Background: an optimization exercise with open tools, aiming at small area, a short achievable clock period and few clock cycles. Do not read the settings as production practice.
At most, simulation tests tie the RTL to the original design; equivalence was not proved.
For runs 1, 2, 6 and 7, only the layout was checked, not whether the RTL still works.
Power figures rest on the tool's default switching activity, not on a simulated workload.

--- flow/flow/run.sh ---
#!/bin/bash
# Standard layout, with plain buffers on the ports (instead of delay cells), resizing free to
# change a cell's footprint, and a clock tree of fewer, smaller buffers without dummy loads.
# Every tool's output goes to a log file in this folder.
set -euo pipefail
export BUFFER_PORTS_ARGS="-buffer_cell sky130_fd_sc_hd__buf_1"
export CTS_ARGS="-sink_clustering_enable -repair_clock_nets -dont_use_dummy_load -root_buf sky130_fd_sc_hd__clkbuf_16 -buf_list {sky130_fd_sc_hd__clkbuf_8} -sink_clustering_size 16 -sink_clustering_max_diameter 60"
bash standard.sh MATCH_CELL_FOOTPRINT=0 finish > standard.log 2>&1
--- flow/standard.sh ---
#!/bin/bash
# synth_recipe.tcl (not shown) runs the flow's synth.tcl, then flattens the netlist and writes it again
# the make line also repeats each setting of config.mk as NAME=value (left out here)
make -C /OpenROAD-flow-scripts/flow DESIGN_CONFIG=/design/flow/config.mk WORK_HOME=/design/flow/orfs CLKGATE_MAP_FILE= SYNTH_SCRIPT=/design/flow/synth_recipe.tcl "${@:-finish}"
--- flow/config.mk ---
export PLATFORM = sky130hd
export DESIGN_NAME = dcache_controller
export DESIGN_NICKNAME = dcache_controller
export VERILOG_FILES = /design/flow/design.v
export SDC_FILE = /design/flow/constraint.sdc
export NUM_CORES = 4
export LEC_CHECK = 0
export CAP_MARGIN = 20
export CORE_MARGIN = 2
export CORE_UTILIZATION = 55
export PLACE_DENSITY = 0.65
export SETUP_SLACK_MARGIN = 3.4
export SLEW_MARGIN = 20
export TNS_END_PERCENT = 30
--- flow/constraint.sdc ---
create_clock -name core_clock -period 9.0 [get_ports {CLK}]
set_input_delay 1.8000 -clock core_clock [delete_from_list [all_inputs] [get_ports {CLK}]]
set_output_delay 1.8000 -clock core_clock [all_outputs]
set_load 0.01 [all_outputs]
--- flow/design.v ---
module dcache_hit (
   input  logic [7:0][24:0] tags,
   input  logic [7:0]       valid,
   input  logic [24:0]      addr_tag,
   input  logic [2:0]       idx,
   output logic             hit
);
   logic [7:0] line_hit;
   always_comb begin
      for (int i = 0; i < 8; i++) line_hit[i] = valid[i] && (tags[i] == addr_tag);
   end
   assign hit = line_hit[idx];
endmodule
module dcache_rdmux (
   input  logic [7:0][127:0] lines,
   input  logic [2:0]        idx,
   input  logic [1:0]        word,
   input  logic              use_mem,
   input  logic [127:0]      mem,
   output logic [127:0]      line,
   output logic [31:0]       rdata
);
   logic [127:0] src;
   assign line = lines[idx];
   assign src  = use_mem ? mem : line;
   assign rdata = src[word*32 +: 32];
endmodule
module dcache_controller (
   input  logic         CLK,
   input  logic         RESET_N,
   input  logic         CPU_READ,
   input  logic         CPU_WRITE,
   input  logic [31:0]  CPU_ADDRESS,
   input  logic [31:0]  CPU_WRITEDATA,
   output logic [31:0]  CPU_READDATA,
   output logic         CPU_BUSYWAIT,
   output logic         MEM_READ,
   output logic         MEM_WRITE,
   output logic [27:0]  MEM_ADDRESS,
   output logic [127:0] MEM_WRITEDATA,
   input  logic [127:0] MEM_READDATA,
   input  logic         MEM_BUSYWAIT
);
   logic [7:0][127:0] data_q;
   logic [7:0][24:0]  tag_q;
   logic [7:0]        valid_q;
   logic [7:0]        dirty_q;
   logic              req_old_q;
   logic [24:0]  addr_tag;
   logic [2:0]   addr_idx;
   logic [1:0]   addr_word;
   logic         access;
   logic [24:0]  line_tag;
   logic [127:0] line_data;
   logic         line_vd;
   logic         hit;
   logic         mem_done;
   logic         fill;
   logic         wb_done;
   logic         store_hit;
   logic [127:0] line_in;
   logic         unused_addr_bits;
   assign addr_tag         = CPU_ADDRESS[31:7];
   assign addr_idx         = CPU_ADDRESS[6:4];
   assign addr_word        = CPU_ADDRESS[3:2];
   assign unused_addr_bits = ^CPU_ADDRESS[1:0];
   assign access = CPU_READ ^ CPU_WRITE;
   assign line_tag = tag_q[addr_idx];
   assign line_vd  = valid_q[addr_idx] && dirty_q[addr_idx];
   dcache_hit u_hit (
      .tags(tag_q), .valid(valid_q), .addr_tag(addr_tag), .idx(addr_idx), .hit(hit)
   );
   dcache_rdmux u_rd (
      .lines(data_q), .idx(addr_idx), .word(addr_word), .use_mem(req_old_q), .mem(MEM_READDATA),
      .line(line_data), .rdata(CPU_READDATA)
   );
   assign MEM_WRITE     = access && !hit && line_vd;
   assign MEM_READ      = access && !hit && !line_vd;
   assign MEM_ADDRESS   = line_vd ? {line_tag, addr_idx} : CPU_ADDRESS[31:4];
   assign MEM_WRITEDATA = line_data;
   assign mem_done  = req_old_q && !MEM_BUSYWAIT;
   assign fill      = mem_done && !line_vd;
   assign wb_done   = mem_done && line_vd;
   assign store_hit = access && CPU_WRITE && hit;
   assign CPU_BUSYWAIT = !hit && !fill;
   always_comb begin
      for (int w = 0; w < 4; w++) begin
         if (CPU_WRITE && addr_word == w) line_in[w*32 +: 32] = CPU_WRITEDATA;
         else                             line_in[w*32 +: 32] = MEM_READDATA[w*32 +: 32];
      end
   end
   always_ff @(posedge CLK) begin
      for (int i = 0; i < 8; i++) begin
         if (addr_idx == i) begin
            if (fill) tag_q[i] <= addr_tag;
            for (int w = 0; w < 4; w++) begin
               if (fill || (store_hit && addr_word == w)) data_q[i][w*32 +: 32] <= line_in[w*32 +: 32];
            end
            if (fill || store_hit) dirty_q[i] <= CPU_WRITE;
            else if (wb_done)      dirty_q[i] <= 1'b0;
         end
      end
   end
   always_ff @(posedge CLK or negedge RESET_N) begin
      if (!RESET_N) begin
         req_old_q <= 1'b0;
         valid_q   <= 8'd0;
      end else begin
         req_old_q <= (MEM_READ || MEM_WRITE) && !mem_done;
         if (fill) valid_q[addr_idx] <= 1'b1;
      end
   end
endmodule
==> flow_summary.ini, run 1 <==
[cts]
h-tree-depth = 3
root_buffer = clkbuf_16
clk_latency_ns = 0.69
cts.clk_slew.worst_paths_ns = 0.07
cts_made_buffers = 101
clock_path_buffers = 3
cts_tree = done
clkSinkCount = 1241

[floorplanning]
core_area_um2 = 96300
num_io_pins = 388
core.rowCount = 114
die_x_um = 315
die_y_um = 315
start_util = 0.553
dieArea_um2 = 99300

[setup_path]
crit_arrival_ns = 3.88
required_ns = 7.20
cp_max_fo = 7
crit_start = CPU_ADDRESS[4]
r2r_end = data_q[476]
crit_type = input pin to primary output
reg2reg_from = tag_q[56]
crit_end = CPU_READDATA[2]
r2r_slack_ns = 4.98
rr_worst_depth = 8
start_kind = input pin
crit_path_end_kind = primary output

[global_route]
grt.busiest_layer = met2
gr-usage-met1 = 0.472
grt_usage = 0.337
grt_use_met2 = 0.513
met3_usage = 0.0649
grt_antenna_before_repair = 16
grt_pass1_vias = 30700
grt_pass1_wl_um = 231000
grt_max_degree = 86
grt-ovfl-total = 0

[synth]
synth-edff-count = 1232
syn_nets = 3204
synth_area_leaders = edfxtp_1 (69%), mux4_2 (13%), nand2_1 (3.3%), xnor2_1 (3.2%), mux2_2 (2.7%)
ys_types = 54
synth-main-ff-cell = edfxtp_1
syn_inst = 3000
syn-cell-area_um2 = 53300
yosys.area.top_type_share = 0.695
synthArstFlopShare = 0.00725
yosys.area.top_type = edfxtp_1
synth-seq-cells = 1241
syn_avg_cell_area_um2 = 17.8
synth-seq-area-share = 0.699
yosys_warnings = 2

[timing]
finalCritPeriodShare = 0.631
fin_setup_tns_ns = 0
setup_slack_ns = 3.32
worst_pin_slew_ns = 1.09
maxClockFrequency_mhz = 176
setup_viol = 0
slew_headroom = 0.274
final-hold-violation-count = 0
layout_min_cycle_time_ns = 5.68
maxSlewViolCount = 0
rsz0062_at_grt = true
fin_skew_ns = 0.0774

[routing]
ant_nets = 0
drtPass1Iterations = 5
via_count = 31500
drtIter0Drc = 4297
drc = 0
via_per_inst = 6.67
wl_per_cell_um = 35.6
drt_wl_total_um = 168000

[cells_and_area]
layout.nets = 3646
synthToLayoutAreaGrowth_pct = 13.7
layout_commonest_cell = edfxtp_1
drive_above_1_share = 0.272
final_cell_mix = edfxtp_1 (1232), nand2_1 (435), buf_1 (350), mux4_2 (309), xnor2_1 (166)
n_fill_cell = 6951

[power_and_ir_drop]
switchingPower_mw = 2.71
clockPowerShare = 0.264
ir_drop_mv = 0.140
sw_frac_of_total = 0.251
seqPwrFrac = 0.601
p_comb_frac = 0.135
p_leak_nw = 19.4
powerDensity_nw_per_um2 = 179
p_int_mw = 8.11

[placed_design]
hpwl_um = 105000
io_buffers = 385
place_congestion = 0.868
place_ws_ns = 2.07

[outcome]
status = complete, no violations

[job]
max-cap-violations = 0

[min_path]
holdCritPathClass = flop to flop
hold-path-cell-count = 1
==> cells by family after synthesis <==
group / share of synthesized area
xor+xnor: 0.0326
fa+ha+maj: 0.00164
compound gates: 0.0226
simple gates: 0.0517
buf+inv: 0.0173
mux: 0.175
flops: 0.699
==> layer usage <==
layer  vias up  part of all wire
met3       314              0.10
li1      12600                 -
met1     16500              0.38
met2      2026              0.47
met4         8             0.053
met5         -           0.00031
==> state kept, by name, summed over array words and instances, names as in the netlist <==
signal     count
valid_q        8
tag_q        200
dirty_q        8
data_q      1024
req_old_q      1
==> final cells by class <==
type | count | area, µm² | area share
Sequential cell | 1241 | 37200 | 0.615
Multi-Input combinational cell | 1561 | 16600 | 0.274
Clock buffer | 101 | 1490 | 0.0246
Inverter | 11 | 65.1 | 0.00107
Antenna cell | 10 | 25.0 | 0.000413
Timing Repair Buffer | 526 | 3550 | 0.0586
Tap cell | 1276 | 1600 | 0.0264
==> worst min path at each step <==
| stage | startpoint | endpoint | slack [ns] |
|---|---|---|---|
| after CTS | valid_q[4] | valid_q[4] | 0.47 |
| final | valid_q[4] | valid_q[4] | 0.48 |
| after detailed placement | valid_q[4] | valid_q[4] | 0.45 |
| after global routing | valid_q[6] | valid_q[6] | 0.49 |
| after floorplan | valid_q[0] | valid_q[0] | 0.43 |
| after global placement | valid_q[4] | valid_q[4] | 0.44 |
==> power by group through the flow <==
stage / Clock, mW / Combinational [mW] / Sequential [mW]
2_1_floorplan: 0 / 0.741 / 6.62
3_3_place_gp: 0 / 1.23 / 6.63
3_5_place_dp: 0 / 1.25 / 6.63
4_1_cts: 2.88 / 1.41 / 6.50
5_1_grt: 3.07 / 1.52 / 6.51
6_report: 2.86 / 1.46 / 6.50
==> synthesized netlist by cell type (10+ instances only) <==
cell type	count
a21oi_1	21
a311oi_1	10
a31oi_1	26
buf_1	34
buf_2	50
buf_4	21
clkbuf_1	77
edfxtp_1	1232
mux2_2	129
mux2i_1	91
mux4_2	309
nand2_1	470
nand2b_1	10
nand3_1	10
nand4_1	50
nor2_1	56
nor3_1	10
o21ai_0	26
o221ai_1	11
o22ai_1	34
or2_2	18
xnor2_1	194
==> critical path: stages <==
cell	delay (ns)
buf_16	0.12
buf_16	0.21
clkbuf_16	0.19
mux4_2	0.50
nand2_2	0.10
nand2_4	0.07
mux2i_4	0.25
o22ai_4	0.17
or2_4	0.32
buf_6	0.13
==> through the flow <==
stage | util | hold WS, ns | power, mW | cells | cell area, µm²
floorplan | - | 0.429 | 7.37 | 3000 | 53300
global placement | 0.587 | 0.444 | 7.85 | 4554 | 56500
detailed placement | 0.587 | 0.449 | 7.88 | 4554 | 56500
CTS | 0.624 | 0.468 | 10.8 | 4701 | 60100
global route | 0.629 | 0.486 | 11.1 | 4723 | 60500
finish | 0.629 | 0.479 | 10.8 | 4726 | 60600
==> repair_timing <==
| action | CTS | global route |
|---|---|---|
| pin swaps | 24 | 17 |
| endpoints found under the setup margin | 718 | 48 |
| setup buffers | 23 | 12 |
| cloned | 23 | 3 |
| gates resized for setup | 290 | 88 |
| hold buffers | 0 | 0 |
==> run 2: changes to the inputs <==
--- a/flow/design.v
+++ b/flow/design.v
@@ -81,7 +81,7 @@
    assign mem_done  = req_old_q && !MEM_BUSYWAIT;
    assign fill      = mem_done && !line_vd;
    assign wb_done   = mem_done && line_vd;
-   assign store_hit = access && CPU_WRITE && hit;
+   assign store_hit = access && CPU_WRITE && valid_q[addr_idx] && (line_tag == addr_tag);
    assign CPU_BUSYWAIT = !hit && !fill;
    always_comb begin
       for (int w = 0; w < 4; w++) begin
==> run 2 against run 1 <==
Effect of this change:
- still clean on timing, DRC and antenna
- sequential share of layout area decreased by 1.2 points
- hold slack improved by 0.018 ns
- combinational power increased by 3%
- core utilization increased by 0.98 points
- first-iteration DRC count increased by 2.0%
- flip-flop and latch count unchanged
- register-to-register slack got worse by 0.40 ns
- die area increased by 0.66%
- critical path type is now input pin to flop
- highest routed layer unchanged
==> flow_summary.ini, run 2 <==
[cells_and_area]
layout_commonest_cell = edfxtp_1
n_fill_cell = 6843
largest-register = data_q
synthToLayoutAreaGrowth_pct = 15.2
largest_reg_flops = 1024
seq_area_um2 = 37200
layout.nets = 3762
largest_registers = data_q (1024), tag_q (200)
multi_input_comb_area_um2 = 17000
final_cell_mix = edfxtp_1 (1232), nand2_1 (410), buf_1 (352), mux4_2 (289), mux2_2 (156)
drive_above_1_share = 0.272

[routing]
ant_nets = 0
drc = 0
drt_wl_total_um = 172000
wl_per_cell_um = 35.6
via_per_inst = 6.67
drtPass1Iterations = 6
via_count = 32300
drtIter0Drc = 4384

[cts]
cts_made_buffers = 100
clkSinkCount = 1241
cts.clk_slew.worst_paths_ns = 0.10
clock_path_buffers = 3
clk_latency_ns = 0.67
root_buffer = clkbuf_16
h-tree-depth = 3
cts_tree = done
hold_buffers = 0

[setup_path]
cp_max_fo = 32
crit_path_end_kind = flop
required_ns = 9.24
crit_arrival_ns = 5.88
start_kind = input pin
crit_type = input pin to flop

[synth]
syn_inst = 3063
synth_compound_gate_area_share = 0.0273
synth-seq-cells = 1241
synth_mux_area_frac = 0.175
synth_simple_gate_area_frac = 0.0516
synth-main-ff-cell = edfxtp_1
yosys_warnings = 2
ys_types = 56
synth_top_family_by_area = multiplexers
synth_xor_area_frac = 0.0346
yosys.area.top_type_share = 0.690
synth-seq-area-share = 0.694
syn_nets = 3267
yosys.area.top_type = edfxtp_1
synth_area_leaders = edfxtp_1 (69%), mux4_2 (12%), mux2_2 (3.3%), nand2_1 (3.0%), xor2_1 (2.5%)
yosysMostFrequentCell = edfxtp_1
synth-edff-count = 1232
synthAdderAreaFrac = 0.00163
ys_top_cells_by_count = edfxtp_1 (1232), nand2_1 (426), mux4_2 (289)
syn_avg_cell_area_um2 = 17.5
synthArstFlopShare = 0.00725
syn-cell-area_um2 = 53600

[timing]
worst_pin_slew_ns = 1.22
setup_viol = 0
fin_skew_ns = 0.0618
maxSlewViolCount = 0
final-hold-violation-count = 0
fin_setup_tns_ns = 0
rsz0062_at_grt = true
slew_headroom = 0.187
finalCritPeriodShare = 0.627
finalHoldWorstSlack_ns = 0.497
maxClockFrequency_mhz = 177
layout_min_cycle_time_ns = 5.64

[power_and_ir_drop]
p_leak_nw = 20.3
powerDensity_nw_per_um2 = 175
fin_total_pwr_mw = 10.8
ir_drop_mv = 0.128

[floorplanning]
core.rowCount = 114
die_x_um = 316
dieArea_um2 = 100000
start_util = 0.554
core_area_um2 = 96700
die_y_um = 316
num_io_pins = 388

[outcome]
status = complete, no violations

[global_route]
grt_usage = 0.342
grt_pass1_wl_um = 237000
grt_antenna_before_repair = 12
grt_max_degree = 66
grt_pass1_vias = 31300
grt-ovfl-total = 0

[min_path]
holdCritPathClass = flop to flop

[placed_design]
io_buffers = 385
hpwl_um = 105000
place_congestion = 0.915

[job]
max-cap-violations = 0
==> run 2: changes by cell type after synthesis, sizes merged, moves of 22 or more <==
cell,delta
nand2,-44
nand4,-25
a31oi,-22
a21oi,+37
xnor2,-136
xor2,+150
mux2,+27
nor4,+30
==> run 2: final cells by class <==
| type | instances | area share |
|---|---|---|
| sequential | 1241 | 0.603 |
| clock buffer | 100 | 0.0239 |
| tap | 1276 | 0.0258 |
| timing repair inverter | 1 | 0.000122 |
| inverter | 11 | 0.00107 |
| multi-input combinational | 1625 | 0.275 |
| timing repair buffer | 578 | 0.0713 |
| antenna | 7 | 0.000284 |
==> run 2: timing repair <==
| action | 4_1_cts | 5_1_grt |
|---|---|---|
| pin swaps | 9 | 16 |
| endpoints found under the hold margin | 0 | 0 |
| gates cloned | 34 | 7 |
| endpoints found under the setup margin | 1273 | 513 |
| setup buffers | 29 | 26 |
| resized for setup | 299 | 73 |
==> run 2: cells by family after synthesis <==
family                   count (synthesis)
AO/OA/AOI/OAI                          227
XOR/XNOR                               212
adder cells (fa/ha/maj)                  7
buffers and inverters                  198
flip-flops                            1241
multiplexers                           557
AND/OR/NAND/NOR                        621
==> run 2: report_power, final <==
group | internal [mW] | switching [mW]
clock | 1.09 | 1.74
combinational | 0.554 | 0.950
sequential | 6.47 | 0.0371
total | 8.11 | 2.73
==> run 2: worst paths after layout <==
kind / from / endpoint / slack (ns) / depth (start not counted)
hold / removal: valid_q[0] / valid_q[0] / 0.50 / 1
hold reg to reg: valid_q[0] / valid_q[0] / 0.50 / 1
min in group asynchronous: RESET_N / valid_q[1] / 1.14 / 1
max in group asynchronous: RESET_N / req_old_q / 7.45 / 1
setup / recovery: CPU_ADDRESS[4] / data_q[177] / 3.36 / 11
setup reg to reg: tag_q[127] / data_q[177] / 4.58 / 9
==> run 2: layer usage <==
metal	wire length (µm)	share of wire	up-vias	global-route usage
met3	18100	0.11	357	0.0674
li1	-	-	13000	-
met1	62800	0.36	16800	0.468
met5	92	0.00053	-	0
met2	83500	0.49	2093	0.552
met4	7670	0.045	14	0.131
==> run 2: per-stage QoR <==
step	worst slack [ns]	util	cells	area, µm²
floorplan	2.97	-	3063	53800
global placement	2.06	0.593	4636	57300
detailed placement	2.06	0.593	4636	57300
CTS	3.37	0.631	4799	61000
global route	3.31	0.639	4836	61800
finish	3.36	0.639	4839	61800
==> run 2: critical path, stage by stage <==
cell and delay [ns]:
clkbuf_16 0.23, buf_16 0.22, mux4_2 0.53, mux2i_1 0.35, xor2_1 0.41, nand4_1 0.34, nor4b_4 0.71, nand4_1 0.16
buf_4 0.26, a21oi_4 0.15, buf_4 0.65
==> run 3: changes to the inputs <==
--- a/flow/design.v
+++ b/flow/design.v
@@ -20,10 +20,11 @@
    output logic [127:0]      line,
    output logic [31:0]       rdata
 );
-   logic [127:0] src;
    assign line = lines[idx];
-   assign src  = use_mem ? mem : line;
-   assign rdata = src[word*32 +: 32];
+   always_comb begin
+      if (use_mem) rdata = mem[word*32 +: 32];
+      else         rdata = line[word*32 +: 32];
+   end
 endmodule
 module dcache_controller (
    input  logic         CLK,
@@ -81,7 +82,7 @@
    assign mem_done  = req_old_q && !MEM_BUSYWAIT;
    assign fill      = mem_done && !line_vd;
    assign wb_done   = mem_done && line_vd;
-   assign store_hit = access && CPU_WRITE && valid_q[addr_idx] && (line_tag == addr_tag);
+   assign store_hit = access && CPU_WRITE && hit;
    assign CPU_BUSYWAIT = !hit && !fill;
    always_comb begin
       for (int w = 0; w < 4; w++) begin
--- a/flow/config.mk
+++ b/flow/config.mk
@@ -5,10 +5,10 @@
 export SDC_FILE = /design/flow/constraint.sdc
 export NUM_CORES = 4
 export LEC_CHECK = 0
-export CAP_MARGIN = 20
+export CAP_MARGIN = 10
 export CORE_MARGIN = 2
 export CORE_UTILIZATION = 55
 export PLACE_DENSITY = 0.65
 export SETUP_SLACK_MARGIN = 3.4
-export SLEW_MARGIN = 20
+export SLEW_MARGIN = 10
 export TNS_END_PERCENT = 30
==> run 3 against run 2 <==
Effect of this change:
- sequential power is essentially flat
- clock-buffer cell count decreased by 1
- die area shrank 0.30%
- flip-flop and latch count did not move
- clock power barely moved
- total power is 1.5% lower
- critical endpoint is now CPU_READDATA[5]
- largest cell class unchanged
- largest power group unchanged
==> flow_summary.ini, run 3 <==
[global_route]
grt_max_degree = 87
grt-ovfl-total = 0
grt_antenna_before_repair = 18
grt_pass1_vias = 30600
grt_pass1_wl_um = 225000
grt_usage = 0.323

[synth]
ys_types = 51
synth-seq-cells = 1241
yosysMostFrequentCell = edfxtp_1
yosys.area.top_type_share = 0.692
synth_area_leaders = edfxtp_1 (69%), mux4_2 (13%), nand2_1 (3.3%), xnor2_1 (3.2%), mux2_2 (2.7%)
synthAdderAreaFrac = 0.00164
synth_mux_area_frac = 0.174
yosys_warnings = 3
synth-edff-count = 1232
synth_top_family_by_area = multiplexers
syn-cell-area_um2 = 53500
syn_nets = 3210
synth-main-ff-cell = edfxtp_1
synth_xor_area_frac = 0.0324
synth_simple_gate_area_frac = 0.0514
synth-seq-area-share = 0.696
synth_compound_gate_area_share = 0.0241
yosys.area.top_type = edfxtp_1
ys_top_cells_by_count = edfxtp_1 (1232), nand2_1 (469), mux4_2 (309)
syn_avg_cell_area_um2 = 17.8
syn_inst = 3006
synthArstFlopShare = 0.00725

[timing]
fin_setup_tns_ns = 0
finalCritPeriodShare = 0.627
maxClockFrequency_mhz = 177
maxSlewViolCount = 0
worst_pin_slew_ns = 1.25
setup_viol = 0
rsz0062_at_grt = true
finalHoldWorstSlack_ns = 0.475
fin_skew_ns = 0.0595
slew_headroom = 0.166
final-hold-violation-count = 0
layout_min_cycle_time_ns = 5.64

[floorplanning]
core.rowCount = 114
num_io_pins = 388
core_area_um2 = 96600
start_util = 0.554
dieArea_um2 = 99700
die_y_um = 316
die_x_um = 316

[cts]
cts_made_buffers = 99
cts.clk_slew.worst_paths_ns = 0.10
h-tree-depth = 3
clock_path_buffers = 3
root_buffer = clkbuf_16
cts_tree = done
clkSinkCount = 1241
clk_latency_ns = 0.65

[placed_design]
io_buffers = 385
place_congestion = 0.906
hpwl_um = 100000

[routing]
via_count = 31400
ant_nets = 0
drtIter0Drc = 3884
via_per_inst = 6.64
drt_wl_total_um = 162000
drtPass1Iterations = 7
drc = 0
wl_per_cell_um = 34.3

[power_and_ir_drop]
p_leak_nw = 19.5
powerDensity_nw_per_um2 = 177
ir_drop_mv = 0.134

[cells_and_area]
synthToLayoutAreaGrowth_pct = 13.0
layout.nets = 3649
largest_reg_flops = 1024
final_cell_mix = edfxtp_1 (1232), nand2_1 (441), buf_1 (351), mux4_2 (309), xnor2_1 (166)
drive_above_1_share = 0.264
largest-register = data_q
layout_commonest_cell = edfxtp_1
largest_registers = data_q (1024), tag_q (200)

[setup_path]
start_kind = input pin
required_ns = 7.20
cp_max_fo = 56
crit_path_end_kind = primary output
crit_start = CPU_ADDRESS[6]
reg2reg_from = tag_q[32]
crit_type = input pin to primary output
crit_arrival_ns = 3.84

[outcome]
status = complete, no violations

[min_path]
holdCritPathClass = flop to flop
min_from = valid_q[2]

[job]
max-cap-violations = 0
==> run 3: cell count changes after synthesis, sizes merged, moves of 13 or more <==
cell / previous run / this run
mux4: 289 / 309
o31ai: 10 / 32
clkbuf: 71 / 58
nor4: 38 / 7
buf: 116 / 134
mux2i: 112 / 90
nand2: 426 / 471
xnor2: 58 / 197
a21oi: 62 / 26
nand4: 25 / 50
xor2: 154 / 1
mux2: 156 / 128
a31oi: 4 / 26
==> run 3: repair_timing <==
| item | in CTS | in global routing |
|---|---|---|
| hold buffers | 0 | 0 |
| cloned | 16 | 5 |
| buffers inserted | 15 | 23 |
| pin swaps | 9 | 14 |
| resized for setup | 274 | 72 |
| setup endpoints to repair | 356 | 35 |
==> run 3: per-layer routing <==
metal | global-route usage | part of all wire | up-vias
li1 | - | - | 12700
met1 | 0.449 | 0.38 | 16400
met2 | 0.523 | 0.48 | 1922
met3 | 0.0547 | 0.098 | 312
met4 | 0.119 | 0.039 | 14
met5 | 0 | 0.00055 | -
==> run 3: cell families after synthesis <==
kind of cell	Yosys count
mux	527
compound gates	189
flops	1241
xor+xnor	198
simple gates	637
fa+ha+maj	7
buf+inv	207
==> run 3: area by class of cell <==
| class | count | area [µm²] |
|---|---|---|
| Antenna cell | 9 | 22.5 |
| Multi-Input combinational cell | 1558 | 16500 |
| Fill cell | 6962 | 36200 |
| Clock buffer | 99 | 1460 |
| Tap cell | 1276 | 1600 |
| Inverter | 15 | 81.3 |
| Timing Repair Buffer | 530 | 3520 |
| Sequential cell | 1241 | 37200 |
==> run 3: report_power, final <==
| part | internal, mW | switching [mW] | total [mW] |
|---|---|---|---|
| combinational | 0.501 | 0.857 | 1.36 |
| sequential | 6.46 | 0.0341 | 6.50 |
| clock | 1.08 | 1.74 | 2.82 |
==> run 3: final timing paths <==
kind,end,slack [ns],depth (start not counted)
worst max register to register,data_q[263],4.85,8
worst min register to register,valid_q[2],0.47,1
worst min-delay path,valid_q[2],0.47,1
min in group asynchronous,req_old_q,1.16,1
worst max-delay path,CPU_READDATA[5],3.36,9
max in group asynchronous,valid_q[6],7.37,1
==> run 3: through the flow <==
step                      instances  setup slack, ns  power [mW]  instance area [µm²]   util
after floorplan                3006             2.81        7.35                53500      -
after global placement         4561             2.07        7.80                56700  0.587
after detailed placement       4561             2.06        7.83                56700  0.587
after CTS                      4691             3.32        10.7                59800  0.619
after global routing           4724             3.33        11.0                60400  0.625
final                          4728             3.36        10.7                60400  0.626
==> run 3: critical path: stages <==
cell	delay, ns
buf_8	0.28
inv_16	0.16
buf_6	0.30
nand2_1	0.09
nand2_1	0.10
mux2i_4	0.32
o22ai_1	0.19
or2_2	0.36
buf_1	0.13
Testbench counts of run 3, summed over its fixed seeds: cycles 72,898.
==> run 4: changes to the inputs <==
==> flow/config.mk (replaced) <==
export PLATFORM = sky130hd
export DESIGN_NAME = dcache_controller
export DESIGN_NICKNAME = dcache_controller
export VERILOG_FILES = /design/flow/design.v
export SDC_FILE = /design/flow/constraint.sdc
export NUM_CORES = 4
export LEC_CHECK = 0
export CAP_MARGIN = 20
export CORE_MARGIN = 2
export CORE_UTILIZATION = 60
export PLACE_DENSITY = 0.7
export SETUP_SLACK_MARGIN = 3.4
export SLEW_MARGIN = 20
export TNS_END_PERCENT = 30
==> run 4 against run 3 <==
Effect of this change:
- total power is 0.29% lower
- first-iteration DRC count up 11%
- hold slack improved by 0.0042 ns
- critical path type unchanged
- largest power group unchanged
==> flow_summary.ini, run 4 <==
[setup_path]
worstPathCellList = clkbuf_16 > buf_12 > buf_4 > mux4_2 > nand2_1 > nand2_1 > mux2i_4 > o22ai_4 > or2_2 > buf_1
cpPeakStageDelay_ns = 0.49
cp_max_fo = 7
crit_path_end_kind = primary output
required_ns = 7.20
crit_top_cell = nand2_1
crit_arrival_ns = 3.83
crit_type = input pin to primary output
start_kind = input pin
cp_top_family = multiplexers
cp.buffers_inverters = 4
worst_path_max_delay_cell = mux4_2

[cells_and_area]
final_area_um2 = 60300
final_cell_mix = edfxtp_1 (1232), nand2_1 (452), buf_1 (355), mux4_2 (311), xnor2_1 (168)
largest_reg_flops = 1024
largest-register = data_q
largest_registers = data_q (1024), tag_q (200)
n_fill_cell = 5858
drive_above_1_share = 0.260
synthToLayoutAreaGrowth_pct = 12.8
multi_input_comb_area_um2 = 16500
layout_commonest_cell = edfxtp_1
layout.nets = 3655
seq_area_um2 = 37200

[synth]
ys_top_cells_by_count = edfxtp_1 (1232), nand2_1 (469), mux4_2 (309)
ys_types = 51
synth-main-ff-cell = edfxtp_1
synth_area_leaders = edfxtp_1 (69%), mux4_2 (13%), nand2_1 (3.3%), xnor2_1 (3.2%), mux2_2 (2.7%)
syn_inst = 3006
synth-edff-count = 1232
yosys.area.top_type = edfxtp_1
syn_avg_cell_area_um2 = 17.8
yosys.area.top_type_share = 0.692
synthArstFlopShare = 0.00725
syn-cell-area_um2 = 53500
syn_nets = 3210
yosysMostFrequentCell = edfxtp_1
synth-seq-area-share = 0.696
synth-seq-cells = 1241
yosys_warnings = 3

[global_route]
grt_antenna_before_repair = 7
grt_usage = 0.355
grt-ovfl-total = 0
grt_pass1_wl_um = 225000
grt_pass1_vias = 31000
grt_max_degree = 70

[timing]
rsz0062_at_grt = true
fin_setup_tns_ns = 0
worst_pin_slew_ns = 1.10
finalCritPeriodShare = 0.626
setup_slack_ns = 3.37
maxClockFrequency_mhz = 178
slew_headroom = 0.265
maxSlewViolCount = 0
layout_min_cycle_time_ns = 5.63
setup_viol = 0
final-hold-violation-count = 0
fin_skew_ns = 0.0625

[floorplanning]
core_area_um2 = 88400
die_y_um = 302
dieArea_um2 = 91500
core.rowCount = 109
start_util = 0.605
num_io_pins = 388
die_x_um = 302

[cts]
hold_buffers = 0
cts_made_buffers = 96
h-tree-depth = 3
clk_latency_ns = 0.65
cts_tree = done
clock_path_buffers = 3
cts.clk_slew.worst_paths_ns = 0.08
root_buffer = clkbuf_16
clkSinkCount = 1241

[placed_design]
hpwl_um = 100000
place_area_um2 = 56600
place_congestion = 0.911
place_ws_ns = 2.02
io_buffers = 385

[routing]
drc = 0
ant_nets = 0
drtPass1Iterations = 6
drtIter0Drc = 4329
wl_per_cell_um = 35.1
via_per_inst = 6.84
drt_wl_total_um = 162000
via_count = 31600

[power_and_ir_drop]
ir_drop_mv = 0.172
p_leak_nw = 19.5
fin_total_pwr_mw = 10.6
powerDensity_nw_per_um2 = 177

[job]
max-cap-violations = 0

[outcome]
status = complete, no violations

[min_path]
holdCritPathClass = flop to flop
run 4: changes by cell type in the layout (fill, tap and decap cells not counted), moves of 5 or more:
cell	change
buf_12	-5
buf_6	+5
clkbuf_16	+7
mux2i_4	+6
nand2_1	+11
nand2_2	-10
or2_2	-5
or2_4	+5
xnor2_4	-5
run 4: through the flow:
| step | instances | hold WS (ns) | util |
|---|---|---|---|
| 3_5_place_dp | 4452 | 0.446 | 0.640 |
| 4_1_cts | 4597 | 0.474 | 0.675 |
| 2_1_floorplan | 3006 | 0.429 | - |
| 5_1_grt | 4616 | 0.495 | 0.682 |
| 3_3_place_gp | 4446 | 0.440 | 0.640 |
| 6_report | 4619 | 0.479 | 0.682 |
run 4: path summary, 6_finish.rpt:
kind / from / end / slack [ns] / cells after the start
worst max-delay path: CPU_ADDRESS[4] / CPU_READDATA[23] / 3.37 / 10
worst min-delay path: valid_q[0] / valid_q[0] / 0.48 / 1
worst max register to register: tag_q[92] / data_q[407] / 4.83 / 8
worst min register to register: valid_q[0] / valid_q[0] / 0.48 / 1
max in group asynchronous: RESET_N / valid_q[7] / 7.40 / 1
min in group asynchronous: RESET_N / req_old_q / 1.17 / 1
run 4: routing by layer:
layer	GRT usage	part of all wire	vias to the layer above
met5	0	0.00025	-
met4	0.149	0.046	6
met3	0.0818	0.12	333
met2	0.550	0.47	2173
met1	0.497	0.36	16400
li1	-	-	12700
run 4: what timing repair did:
item	in CTS	in global routing
endpoints found under the setup margin	530	33
pin swaps	8	10
resized for setup	196	101
cloned	27	2
setup buffers	22	11
run 4: report_power, final:
group | internal [mW] | switching (mW)
registers | 6.46 | 0.0310
clock network | 1.05 | 1.72
logic | 0.509 | 0.875
total | 8.02 | 2.62
run 4: area by class of cell:
| type | instances | area share |
|---|---|---|
| antenna | 5 | 0.000207 |
| inverter | 15 | 0.00135 |
| clock buffer | 96 | 0.0236 |
| timing repair buffer | 536 | 0.0593 |
| sequential | 1241 | 0.617 |
| tap | 1165 | 0.0242 |
| multi-input combinational | 1561 | 0.274 |
run 4: kinds of logic after synthesis:
kind of cell    Yosys count  synth area share
buf+inv                 207            0.0201
compound gates          189            0.0241
mux                     527             0.174
xor+xnor                198            0.0324
fa+ha+maj                 7           0.00164
simple gates            637            0.0514
flops                  1241             0.696
==> run 5: changes to the inputs <==
==> flow/flow/run.sh (replaced) <==
#!/bin/bash
# Standard layout, with plain buffers on the ports (instead of delay cells), resizing free to
# change a cell's footprint, and a clock tree of fewer, smaller buffers without dummy loads.
# Every tool's output goes to a log file in this folder.
set -euo pipefail
export BUFFER_PORTS_ARGS="-buffer_cell sky130_fd_sc_hd__buf_1"
export CTS_ARGS="-sink_clustering_enable -repair_clock_nets -dont_use_dummy_load -root_buf sky130_fd_sc_hd__clkbuf_16 -buf_list {sky130_fd_sc_hd__clkbuf_4} -sink_clustering_size 10 -sink_clustering_max_diameter 50"
bash standard.sh MATCH_CELL_FOOTPRINT=0 finish > standard.log 2>&1
--- a/flow/config.mk
+++ b/flow/config.mk
@@ -7,8 +7,8 @@
 export LEC_CHECK = 0
 export CAP_MARGIN = 20
 export CORE_MARGIN = 2
-export CORE_UTILIZATION = 60
-export PLACE_DENSITY = 0.7
+export CORE_UTILIZATION = 55
+export PLACE_DENSITY = 0.65
 export SETUP_SLACK_MARGIN = 3.4
 export SLEW_MARGIN = 20
 export TNS_END_PERCENT = 30
==> run 5 against run 4 <==
Effect of this change:
- synthesized cell count unchanged
- setup slack worse by 0.018 ns
- clock-buffer cell count increased by 52
- clock power is 9.0% lower
- sequential share of layout area up 0.38 points
- total power is 2.6% lower
- final area decreased by 0.61%
- clock skew rose by 0.039 ns
- first-iteration DRC count decreased by 6.4%
- largest power group unchanged
- area after synthesis unchanged
- fmax is 0.33% lower
==> flow_summary.ini, run 5 <==
[outcome]
status = complete, no violations

[synth]
yosys_warnings = 3
synth-seq-cells = 1241
syn_inst = 3006
yosysMostFrequentCell = edfxtp_1
synthArstFlopShare = 0.00725
synth-main-ff-cell = edfxtp_1
synth-seq-area-share = 0.696
synth_area_leaders = edfxtp_1 (69%), mux4_2 (13%), nand2_1 (3.3%), xnor2_1 (3.2%), mux2_2 (2.7%)
ys_types = 51
ys_top_cells_by_count = edfxtp_1 (1232), nand2_1 (469), mux4_2 (309)
syn-cell-area_um2 = 53500
synth-edff-count = 1232
syn_nets = 3210
yosys.area.top_type_share = 0.692
syn_avg_cell_area_um2 = 17.8
yosys.area.top_type = edfxtp_1

[setup_path]
cp.buffers_inverters = 4
cp_max_fo = 56
worst_path_max_delay_cell = mux2i_4
crit_top_cell = nand2_1
cp_top_family = buffers and inverters
crit_arrival_ns = 3.85
worstPathCellList = buf_8 > inv_16 > buf_6 > nand2_1 > nand2_1 > mux2i_4 > o22ai_2 > or2_2 > buf_1
crit_path_end_kind = primary output
cpPeakStageDelay_ns = 0.33
required_ns = 7.20
r2r_slack_ns = 4.81
start_kind = input pin
crit_type = input pin to primary output

[timing]
final-hold-violation-count = 0
maxClockFrequency_mhz = 177
slew_headroom = 0.274
setup_viol = 0
fin_skew_ns = 0.101
layout_min_cycle_time_ns = 5.65
finalCritPeriodShare = 0.628
worst_pin_slew_ns = 1.09
fin_setup_tns_ns = 0
rsz0062_at_grt = true
maxSlewViolCount = 0

[cells_and_area]
layout_commonest_cell = edfxtp_1
layout.nets = 3675
seq_area_um2 = 37200
drive_above_1_share = 0.269
multi_input_comb_area_um2 = 16600
post-route-util = 0.621
largest-register = data_q
largest_registers = data_q (1024), tag_q (200)
final_cell_mix = edfxtp_1 (1232), nand2_1 (448), buf_1 (354), mux4_2 (309), clkbuf_4 (161)
synthToLayoutAreaGrowth_pct = 12.1
n_fill_cell = 7011
largest_reg_flops = 1024

[routing]
ant_nets = 0
via_per_inst = 6.62
via_count = 31500
drtIter0Drc = 4054
drtPass1Iterations = 7
drt_wl_total_um = 164000
wl_per_cell_um = 34.5
drc = 0

[global_route]
grt_max_degree = 87
grt-ovfl-total = 0
grt_antenna_before_repair = 13
grt_pass1_vias = 31100
grt_usage = 0.330
grt_pass1_wl_um = 228000

[floorplanning]
num_io_pins = 388
start_util = 0.554
dieArea_um2 = 99700
core.rowCount = 114
die_y_um = 316
die_x_um = 316
core_area_um2 = 96600

[power_and_ir_drop]
p_int_mw = 7.73
ir_drop_mv = 0.141
clockPowerShare = 0.243
powerDensity_nw_per_um2 = 173
switchingPower_mw = 2.64
p_comb_frac = 0.130
p_leak_nw = 19.4
fin_total_pwr_mw = 10.4
sw_frac_of_total = 0.255
seqPwrFrac = 0.626

[placed_design]
io_buffers = 385
place_congestion = 0.906
hpwl_um = 101000

[cts]
h-tree-depth = 4
clock_path_buffers = 3
cts_tree = done
cts_made_buffers = 148
clk_latency_ns = 0.78
cts.clk_slew.worst_paths_ns = 0.08
clkSinkCount = 1241
root_buffer = clkbuf_16

[min_path]
holdCritPathClass = flop to flop

[job]
max-cap-violations = 0
[run 5: area by class of cell]
cell class | instances | area share
diodes | 4 | 0.000167
clock buffers | 148 | 0.0188
inverters | 15 | 0.00148
repair buffers | 507 | 0.0554
well taps | 1276 | 0.0266
flip-flops and latches | 1241 | 0.621
multi-input cells | 1558 | 0.276
[run 5: kinds of logic after synthesis]
logic type	after synthesis	synth area share
adder cells (fa/ha/maj)	7	0.00164
flip-flops	1241	0.696
XOR/XNOR	198	0.0324
multiplexers	527	0.174
AND/OR/NAND/NOR	637	0.0514
AO/OA/AOI/OAI	189	0.0241
buffers and inverters	207	0.0201
[run 5: path summary, 6_finish.rpt]
check                                     from               to  cells after the start
worst max-delay path            CPU_ADDRESS[6]  CPU_READDATA[5]                      9
worst min-delay path                valid_q[2]       valid_q[2]                      1
worst max register to register       tag_q[59]      data_q[264]                      8
worst min register to register      valid_q[2]       valid_q[2]                      1
max in group asynchronous              RESET_N        req_old_q                      1
min in group asynchronous              RESET_N       valid_q[0]                      1
[run 5: routing by layer]
layer / part of all wire / routed length, µm / up-vias / track usage
li1: - / - / 12800 / -
met1: 0.38 / 61600 / 16500 / 0.453
met2: 0.49 / 80000 / 1917 / 0.532
met3: 0.099 / 16100 / 277 / 0.0680
met4: 0.036 / 5850 / 14 / 0.119
met5: 0.00051 / 83 / - / 0
[run 5: power groups by stage]
stage               clock network (mW)  logic (mW)  registers [mW]
floorplan                            0       0.731            6.61
global placement                     0        1.18            6.62
detailed placement                   0        1.20            6.63
CTS                               2.57        1.32            6.49
global route                      2.77        1.41            6.50
finish                            2.52        1.35            6.50
[run 5: what timing repair did]
action / CTS / global route
endpoints found under the setup margin: 268 / 34
hold buffers: 0 / 0
endpoints found under the hold margin: 0 / 0
gates cloned: 20 / 3
resized for setup: 273 / 88
buffers inserted: 9 / 2
pin swaps: 9 / 14
[run 5: worst reg2reg max path, delay by kind of cell, from the launching register on]
kind            cells  cell delay [ns]
compound gates      3             1.51
xor+xnor            1             0.31
buf+inv             1             0.56
flops               1             0.44
simple gates        3             1.02
[run 5: stage by stage]
| step | hold WS [ns] | cell area [µm²] | instances | setup slack, ns |
|---|---|---|---|---|
| after floorplan | 0.429 | 53500 | 3006 | 2.81 |
| after global placement | 0.443 | 56700 | 4561 | 2.07 |
| after detailed placement | 0.454 | 56700 | 4562 | 2.06 |
| after CTS | 0.479 | 59500 | 4739 | 3.38 |
| after global routing | 0.498 | 59900 | 4748 | 3.36 |
| final | 0.480 | 59900 | 4749 | 3.35 |
==> run 6: changes to the inputs <==
--- a/flow/design.v
+++ b/flow/design.v
@@ -83,7 +83,7 @@
    assign fill      = mem_done && !line_vd;
    assign wb_done   = mem_done && line_vd;
    assign store_hit = access && CPU_WRITE && hit;
-   assign CPU_BUSYWAIT = !hit && !fill;
+   assign CPU_BUSYWAIT = access && !hit && !fill;
    always_comb begin
       for (int w = 0; w < 4; w++) begin
          if (CPU_WRITE && addr_word == w) line_in[w*32 +: 32] = CPU_WRITEDATA;
==> flow/flow/run.sh (replaced) <==
#!/bin/bash
# Standard layout, with plain buffers on the ports (instead of delay cells), resizing free to
# change a cell's footprint, and a clock tree of smaller buffers without dummy loads.
# Every tool's output goes to a log file in this folder.
set -euo pipefail
export BUFFER_PORTS_ARGS="-buffer_cell sky130_fd_sc_hd__buf_2"
export CTS_ARGS="-sink_clustering_enable -repair_clock_nets -dont_use_dummy_load -root_buf sky130_fd_sc_hd__clkbuf_16 -buf_list {sky130_fd_sc_hd__clkbuf_4 sky130_fd_sc_hd__clkbuf_8}"
bash standard.sh MATCH_CELL_FOOTPRINT=0 finish > standard.log 2>&1
--- a/flow/config.mk
+++ b/flow/config.mk
@@ -7,8 +7,9 @@
 export LEC_CHECK = 0
 export CAP_MARGIN = 20
 export CORE_MARGIN = 2
-export CORE_UTILIZATION = 55
-export PLACE_DENSITY = 0.65
-export SETUP_SLACK_MARGIN = 3.4
+export CORE_UTILIZATION = 50
+export PLACE_DENSITY = 0.6
+export SETUP_SLACK_MARGIN = 3.5
 export SLEW_MARGIN = 20
-export TNS_END_PERCENT = 30
+export SYNTH_HIERARCHICAL = 1
+export SYNTH_MINIMUM_KEEP_SIZE = 0
==> run 6 against run 5 <==
Effect of this change:
- first-iteration DRC count is 1.9% higher
- non-clock buffer count is 205 higher
- largest power group unchanged
- core utilization is 0.69 points lower
- wire length is 19% higher
- via count is 9.2% higher
- setup slack worse by 0.10 ns
- clock skew is 0.027 ns lower
- area after synthesis is 0.85% higher
- critical path depth is 2 higher
- highest routed layer unchanged
- clock power is 56% higher
- final cell count is 9.0% higher
- flip-flop and latch count stayed put
==> flow_summary.ini, run 6 <==
[timing]
maxSlewViolCount = 0
fin_setup_tns_ns = 0
finalCritPeriodShare = 0.639
final-hold-violation-count = 0
fin_skew_ns = 0.0741
layout_min_cycle_time_ns = 5.75
finalHoldWorstSlack_ns = 0.558
worst_pin_slew_ns = 1.22
slew_headroom = 0.189
setup_slack_ns = 3.25
maxClockFrequency_mhz = 174
setup_viol = 0
rsz0062_at_grt = true

[cts]
cts.clk_slew.worst_paths_ns = 0.06
clock_path_buffers = 3
root_buffer = clkbuf_16
cts_tree = done
cts_made_buffers = 198
clk_latency_ns = 0.76
clkSinkCount = 1241
hold_buffers = 0
h-tree-depth = 4

[synth]
yosys.area.top_type = edfxtp_1
ys_top_cells_by_count = edfxtp_1 (1232), mux2_2 (473), mux4_2 (156)
synth-seq-cells = 1241
synthArstFlopShare = 0.00725
syn_nets = 3247
synth_area_leaders = edfxtp_1 (69%), mux2_2 (9.9%), mux4_2 (6.5%), xor2_1 (2.1%), o22ai_1 (1.7%)
syn_inst = 3043
yosys_warnings = 9
synth-main-ff-cell = edfxtp_1
syn-cell-area_um2 = 53900
ys_types = 59
yosys.area.top_type_share = 0.686
syn_avg_cell_area_um2 = 17.7
synth-edff-count = 1232
synth-seq-area-share = 0.690
yosysMostFrequentCell = edfxtp_1

[global_route]
grt-ovfl-total = 0
grt_usage = 0.340
grt.busiest_layer = met2
grt_use_met2 = 0.512
gr-usage-met1 = 0.458
grt_pass1_vias = 33200
grt_max_degree = 63
grt_antenna_before_repair = 20
grt_pass1_wl_um = 258000
met3_usage = 0.113

[outcome]
status = complete, no violations

[cells_and_area]
final_cell_mix = edfxtp_1 (1232), mux2_2 (468), buf_2 (354), buf_4 (221), clkbuf_8 (197)
synthToLayoutAreaGrowth_pct = 21.9
layout.nets = 3968
largest-register = data_q
final_cells = 5177
drive_above_1_share = 0.479
layout_commonest_cell = edfxtp_1
largest_reg_flops = 1024
n_fill_cell = 7801
largest_registers = data_q (1024), tag_q (200)
post-route-util = 0.614

[setup_path]
crit_path_end_kind = primary output
required_ns = 7.20
cp_max_fo = 6
rr_worst_depth = 11
crit_type = input pin to primary output
crit_arrival_ns = 3.95
start_kind = input pin

[routing]
drt_wl_total_um = 194000
drc = 0
drtIter0Drc = 4130
via_count = 34400
via_per_inst = 6.64
ant_nets = 0
wl_per_cell_um = 37.5
drtPass1Iterations = 6

[min_path]
holdCritPathClass = flop to flop
hold-path-cell-count = 1

[power_and_ir_drop]
ir_drop_mv = 0.114
powerDensity_nw_per_um2 = 183
p_leak_nw = 22.1

[job]
max-cap-violations = 0

[placed_design]
hpwl_um = 119000
place_ws_ns = 1.90
io_buffers = 385
dp.cells = 4732
place_congestion = 0.920

[floorplanning]
start_util = 0.504
die_x_um = 332
num_io_pins = 388
die_y_um = 332
core.rowCount = 120
core_area_um2 = 107000
dieArea_um2 = 110000
run 6: per-module statistics from Yosys, one instance, submodules excluded:
module	flops+latches	cell area, µm²	times used
dcache_controller	1241	41300	1
dcache_hit	0	2450	1
dcache_rdmux	0	10200	1
run 6: layer usage:
metal,wire length [µm],part of all wire
met5,159,0.00082
met2,88300,0.45
met1,73100,0.38
met3,24300,0.12
met4,8330,0.043
run 6: critical path, cell delays in order:
cell and delay [ns]:
buf_16 0.13, clkbuf_2 0.16, xor2_1 0.22, nor4_2 0.27, nand3_1 0.13, nor4_1 0.39
nor4_1 0.11, nor4_2 0.28, buf_4 0.22, nor3b_4 0.07, buf_2 0.16
run 6: final cells by class:
type                            instances  area [µm²]  area share
Tap cell                             1403        1760      0.0267
Antenna cell                           12        30.0    0.000457
Multi-Input combinational cell       1601       17800       0.270
Sequential cell                      1241       37200       0.567
Inverter                               10        43.8    0.000667
Clock buffer                          198        2740      0.0416
Timing Repair Buffer                  712        6160      0.0937
run 6: kinds of logic (layout without fill, tap and decap cells):
logic type	after synthesis	count (layout)	synth area share
flops	1241	1241	0.690
mux	707	707	0.178
compound gates	421	422	0.0528
simple gates	263	268	0.0242
buf+inv	207	920	0.0204
xor+xnor	197	197	0.0320
fa+ha+maj	7	7	0.00162
other cells	0	12	0
run 6: repair_timing:
action / CTS / global route
buffers inserted: 69 / 119
setup endpoints to repair: 858 / 286
cloned: 34 / 11
pin swaps: 63 / 70
gates resized for setup: 335 / 118
run 6: per-stage QoR:
| stage | total power, mW | cell area [µm²] |
|---|---|---|
| after floorplan | 7.28 | 54000 |
| after global placement | 7.88 | 57800 |
| after detailed placement | 7.90 | 57800 |
| after CTS | 11.9 | 63700 |
| after global routing | 12.3 | 65700 |
| final | 12.0 | 65700 |
run 6: worst paths after layout:
check	start	end	slack [ns]
max	CPU_ADDRESS[14]	CPU_BUSYWAIT	3.25
max reg2reg	tag_q[33]	data_q[695]	4.20
max in group asynchronous	RESET_N	req_old_q	7.86
min in group asynchronous	RESET_N	valid_q[0]	0.93
min reg2reg	valid_q[7]	valid_q[7]	0.56
min	valid_q[7]	valid_q[7]	0.56
run 6: power by group:
part           switching [mW]  total [mW]  internal, mW
Clock                    1.99        3.93          1.94
Sequential             0.0363        6.49          6.45
Combinational            1.01        1.63         0.617
==> run 7: changes to the inputs <==
--- a/flow/design.v
+++ b/flow/design.v
@@ -20,11 +20,8 @@
    output logic [127:0]      line,
    output logic [31:0]       rdata
 );
-   assign line = lines[idx];
-   always_comb begin
-      if (use_mem) rdata = mem[word*32 +: 32];
-      else         rdata = line[word*32 +: 32];
-   end
+   assign line  = use_mem ? mem : lines[idx];
+   assign rdata = line[word*32 +: 32];
 endmodule
 module dcache_controller (
    input  logic         CLK,
@@ -47,6 +44,7 @@
    logic [7:0]        valid_q;
    logic [7:0]        dirty_q;
    logic              req_old_q;
+   logic              reading_q;
    logic [24:0]  addr_tag;
    logic [2:0]   addr_idx;
    logic [1:0]   addr_word;
@@ -72,7 +70,7 @@
       .tags(tag_q), .valid(valid_q), .addr_tag(addr_tag), .idx(addr_idx), .hit(hit)
    );
    dcache_rdmux u_rd (
-      .lines(data_q), .idx(addr_idx), .word(addr_word), .use_mem(req_old_q), .mem(MEM_READDATA),
+      .lines(data_q), .idx(addr_idx), .word(addr_word), .use_mem(reading_q), .mem(MEM_READDATA),
       .line(line_data), .rdata(CPU_READDATA)
    );
    assign MEM_WRITE     = access && !hit && line_vd;
@@ -83,7 +81,7 @@
    assign fill      = mem_done && !line_vd;
    assign wb_done   = mem_done && line_vd;
    assign store_hit = access && CPU_WRITE && hit;
-   assign CPU_BUSYWAIT = access && !hit && !fill;
+   assign CPU_BUSYWAIT = !hit && !fill;
    always_comb begin
       for (int w = 0; w < 4; w++) begin
          if (CPU_WRITE && addr_word == w) line_in[w*32 +: 32] = CPU_WRITEDATA;
@@ -105,9 +103,11 @@
    always_ff @(posedge CLK or negedge RESET_N) begin
       if (!RESET_N) begin
          req_old_q <= 1'b0;
+         reading_q <= 1'b0;
          valid_q   <= 8'd0;
       end else begin
          req_old_q <= (MEM_READ || MEM_WRITE) && !mem_done;
+         reading_q <= MEM_READ && !mem_done;
          if (fill) valid_q[addr_idx] <= 1'b1;
       end
    end
==> flow/flow/run.sh (replaced) <==
#!/bin/bash
# Standard layout, with plain buffers on the ports (instead of delay cells), resizing free to
# change a cell's footprint, and a clock tree of fewer, smaller buffers without dummy loads.
# Every tool's output goes to a log file in this folder.
set -euo pipefail
export BUFFER_PORTS_ARGS="-buffer_cell sky130_fd_sc_hd__buf_1"
export CTS_ARGS="-sink_clustering_enable -repair_clock_nets -dont_use_dummy_load -root_buf sky130_fd_sc_hd__clkbuf_16 -buf_list {sky130_fd_sc_hd__clkbuf_8} -sink_clustering_size 16 -sink_clustering_max_diameter 60"
bash standard.sh MATCH_CELL_FOOTPRINT=0 finish > standard.log 2>&1
==> flow/config.mk (replaced) <==
export PLATFORM = sky130hd
export DESIGN_NAME = dcache_controller
export DESIGN_NICKNAME = dcache_controller
export VERILOG_FILES = /design/flow/design.v
export SDC_FILE = /design/flow/constraint.sdc
export NUM_CORES = 4
export LEC_CHECK = 0
export CAP_MARGIN = 20
export CORE_MARGIN = 2
export CORE_UTILIZATION = 55
export PLACE_DENSITY = 0.65
export SETUP_SLACK_MARGIN = 3.4
export SLEW_MARGIN = 20
export TNS_END_PERCENT = 30
==> run 7 against run 6 <==
Effect of this change:
- still clean on timing, DRC and antenna
- fmax is 0.13% higher
- via count is 11% lower
- core utilization is 1.6 points higher
- clock power is 28% lower
- sequential power hardly changed
- die area is 10% lower
- sequential share of layout area is 4.8 points higher
- area after synthesis is 1.4% lower
- register-to-register slack better by 0.24 ns
- clock skew is 0.012 ns lower
- final cell count is 12% lower
- flip-flop and latch count is 1 higher
- highest routed layer unchanged
==> flow_summary.ini, run 7 <==
[outcome]
status = complete, no violations

[cts]
clk_latency_ns = 0.67
hold_buffers = 0
h-tree-depth = 3
cts_made_buffers = 98
clock_path_buffers = 3
cts.clk_slew.worst_paths_ns = 0.10
cts_tree = done
root_buffer = clkbuf_16
clkSinkCount = 1242

[setup_path]
rr_worst_depth = 8
cp_max_fo = 13
cp_top_family = compound AO/OA/AOI/OAI gates
crit_path_end_kind = primary output
worst_path_max_delay_cell = a32o_1
worstPathCellList = clkbuf_16 > nor2b_1 > a32o_1 > mux4_2 > buf_4 > nor2_1 > a31oi_1 > buf_1
r2r_slack_ns = 4.44
start_kind = input pin
crit_type = input pin to primary output
required_ns = 7.20
crit_arrival_ns = 3.95
reg2reg_from = tag_q[130]
cpPeakStageDelay_ns = 0.45
r2r_end = data_q[934]
cp.buffers_inverters = 3

[cells_and_area]
layout.nets = 3457
layout_commonest_cell = edfxtp_1
largest_registers = data_q (1024), tag_q (200)
synthToLayoutAreaGrowth_pct = 14.1
multi_input_comb_area_um2 = 16400
drive_above_1_share = 0.291
final_cell_mix = edfxtp_1 (1232), buf_1 (351), mux4_2 (342), nand2_1 (199), mux2_2 (127)
final_area_um2 = 60700
seq_area_um2 = 37200
largest-register = data_q
n_fill_cell = 6841
largest_reg_flops = 1024
final_cells = 4541

[floorplanning]
core.rowCount = 114
start_util = 0.552
num_io_pins = 388
die_y_um = 315
core_area_um2 = 96300
dieArea_um2 = 99100
die_x_um = 315

[timing]
maxClockFrequency_mhz = 174
maxSlewViolCount = 0
layout_min_cycle_time_ns = 5.75
worst_pin_slew_ns = 1.16
fin_skew_ns = 0.0616
final-hold-violation-count = 0
fin_setup_tns_ns = 0
finalCritPeriodShare = 0.639
setup_viol = 0
slew_headroom = 0.226
rsz0062_at_grt = true
finalHoldWorstSlack_ns = 0.484

[synth]
yosysMostFrequentCell = edfxtp_1
synth_area_leaders = edfxtp_1 (70%), mux4_2 (14%), mux2_2 (2.7%), mux2i_1 (2.4%), xnor2_1 (2.2%)
synthArstFlopShare = 0.00805
ys_types = 46
yosys.area.top_type = edfxtp_1
synth-seq-cells = 1242
syn_inst = 2785
ys_top_cells_by_count = edfxtp_1 (1232), mux4_2 (339), nand2_1 (199)
syn_avg_cell_area_um2 = 19.1
synth-main-ff-cell = edfxtp_1
yosys_warnings = 2
syn-cell-area_um2 = 53100
yosys.area.top_type_share = 0.696
syn_nets = 2989
synth-seq-area-share = 0.701
synth-edff-count = 1232

[min_path]
min_to = valid_q[4]
hold-path-cell-count = 1
min_from = valid_q[4]
holdCritPathClass = flop to flop

[routing]
via_count = 30600
drc = 0
drtIter0Drc = 4213
ant_nets = 0
drt_wl_total_um = 169000
wl_per_cell_um = 37.2
drtPass1Iterations = 5
via_per_inst = 6.75

[global_route]
grt_usage = 0.340
grt-ovfl-total = 0
grt_antenna_before_repair = 28
grt_pass1_wl_um = 231000
grt_pass1_vias = 29700
grt_max_degree = 159

[power_and_ir_drop]
powerDensity_nw_per_um2 = 180
ir_drop_mv = 0.125
p_leak_nw = 19.1

[placed_design]
place_area_um2 = 56500
place_congestion = 0.928
io_buffers = 385
hpwl_um = 103000
dp.cells = 4344

[job]
max-cap-violations = 0
run 7: cell count changes after synthesis, moves of 48 or more:
cell	before	now
mux4_2	156	339
mux2i_1	78	129
nor2_1	94	30
mux2_2	473	128
o22ai_1	148	0
nand2_1	46	199
o21ai_0	25	73
xor2_1	129	64
xnor2_1	68	136
a21oi_1	77	1
o21ai_1	7	55
run 7: final cells by class:
class	instances	share of cell area
flip-flops and latches	1242	0.614
multi-input cells	1344	0.270
repair buffers	548	0.0629
diodes	14	0.000578
clock buffers	98	0.0239
repair inverters	2	0.000371
well taps	1276	0.0263
inverters	17	0.00149
run 7: metal layers:
metal  vias to the layer above  wire length, µm  global-route usage
met2                      1911            78700               0.515
li1                      12200                -                   -
met5                         -              127                   0
met4                        20             7830               0.155
met1                     16200            62700               0.466
met3                       316            19400              0.0930
run 7: worst max-delay path by stage:
stage                         from          endpoint  slack, ns  cells after the start
global route        CPU_ADDRESS[4]    MEM_ADDRESS[5]       3.29                      8
floorplan           CPU_ADDRESS[8]       data_q[128]       2.78                      9
global placement    CPU_ADDRESS[4]   CPU_READDATA[9]       2.12                      7
finish              CPU_ADDRESS[4]    MEM_ADDRESS[5]       3.25                      8
detailed placement  CPU_ADDRESS[4]  CPU_READDATA[18]       2.12                      7
CTS                 CPU_ADDRESS[4]  CPU_READDATA[24]       3.34                      8
run 7: through the flow:
step | util | power, mW | setup WS (ns)
after floorplan | - | 7.37 | 2.78
after global placement | 0.587 | 7.97 | 2.12
after detailed placement | 0.587 | 8.00 | 2.12
after CTS | 0.624 | 10.9 | 3.34
after global routing | 0.630 | 11.2 | 3.29
final | 0.630 | 10.9 | 3.25
run 7: report_power, final:
group	switching, mW	leakage (nW)	internal (mW)
combinational	1.05	7.11	0.563
clock	1.77	0.751	1.07
sequential	0.0388	11.2	6.46
total	2.86	19.1	8.09
run 7: repair_timing:
| item | in CTS | in global routing |
|---|---|---|
| resized for setup | 280 | 70 |
| endpoints found under the setup margin | 639 | 138 |
| gates cloned | 47 | 5 |
| pin swaps | 5 | 11 |
| setup buffers | 20 | 13 |
run 7: worst register-to-register path: cells and delay by family, from the launching register on:
family / cells / cell delay (ns)
compound gates: 2 / 1.30
xor+xnor: 1 / 0.29
buf+inv: 1 / 0.51
flops: 1 / 0.48
mux: 1 / 0.29
simple gates: 3 / 1.33
run 7: kinds of logic (layout without fill, tap and decap cells):
logic type | after synthesis | after routing | synth area share
and+or+nand+nor | 325 | 325 | 0.0275
DFF | 1242 | 1242 | 0.701
xor gates and xnor gates | 200 | 200 | 0.0330
other | 0 | 14 | 0
muxes | 597 | 601 | 0.195
buffers and inverters | 203 | 665 | 0.0186
adders and majority gates | 7 | 7 | 0.00165
AOI/OAI and AO/OA | 211 | 211 | 0.0232

afterwards: timing with drivers on the ports:
How much do the figures lean on ideal ports? The routed layouts below were timed once more, with nothing changed but the port constraints.
Step 1 assumes that a clkbuf_16 drives the clock port and a buf_2 every other input.
Step 2 moves the port delays by t, midway between the first and last clock arrival at a register: inputs arrive t later, outputs are due t later. That takes back most of the time a late clock gives input paths.
a / b / c = ideal ports / drivers / drivers and shift; a / b = the first two.
run	shift t [ns]	setup slack, ns	worst hold slack (ns)	worst slew at a driven data input, ns
run 1	0.711	3.319 / 2.998 / 2.998	0.479 / 0.479 / 0.479	0.39
run 2	0.713	3.357 / 3.024 / 2.359	0.497 / 0.497 / 0.497	0.36
run 3	0.694	3.356 / 2.961 / 2.941	0.475 / 0.475 / 0.475	0.46
run 4	0.692	3.367 / 2.954 / 2.796	0.479 / 0.479 / 0.479	0.43
run 5	0.804	3.348 / 2.996 / 2.895	0.480 / 0.480 / 0.480	0.41
run 6	0.797	3.245 / 2.995 / 2.388	0.558 / 0.558 / 0.558	0.47
run 7	0.704	3.252 / 2.864 / 2.729	0.484 / 0.484 / 0.484	0.44
After both steps setup and hold are still met in every run listed. The setup slack of run 2, which loses most, moves by -0.333 ns with the drivers and by -0.998 ns with both steps.
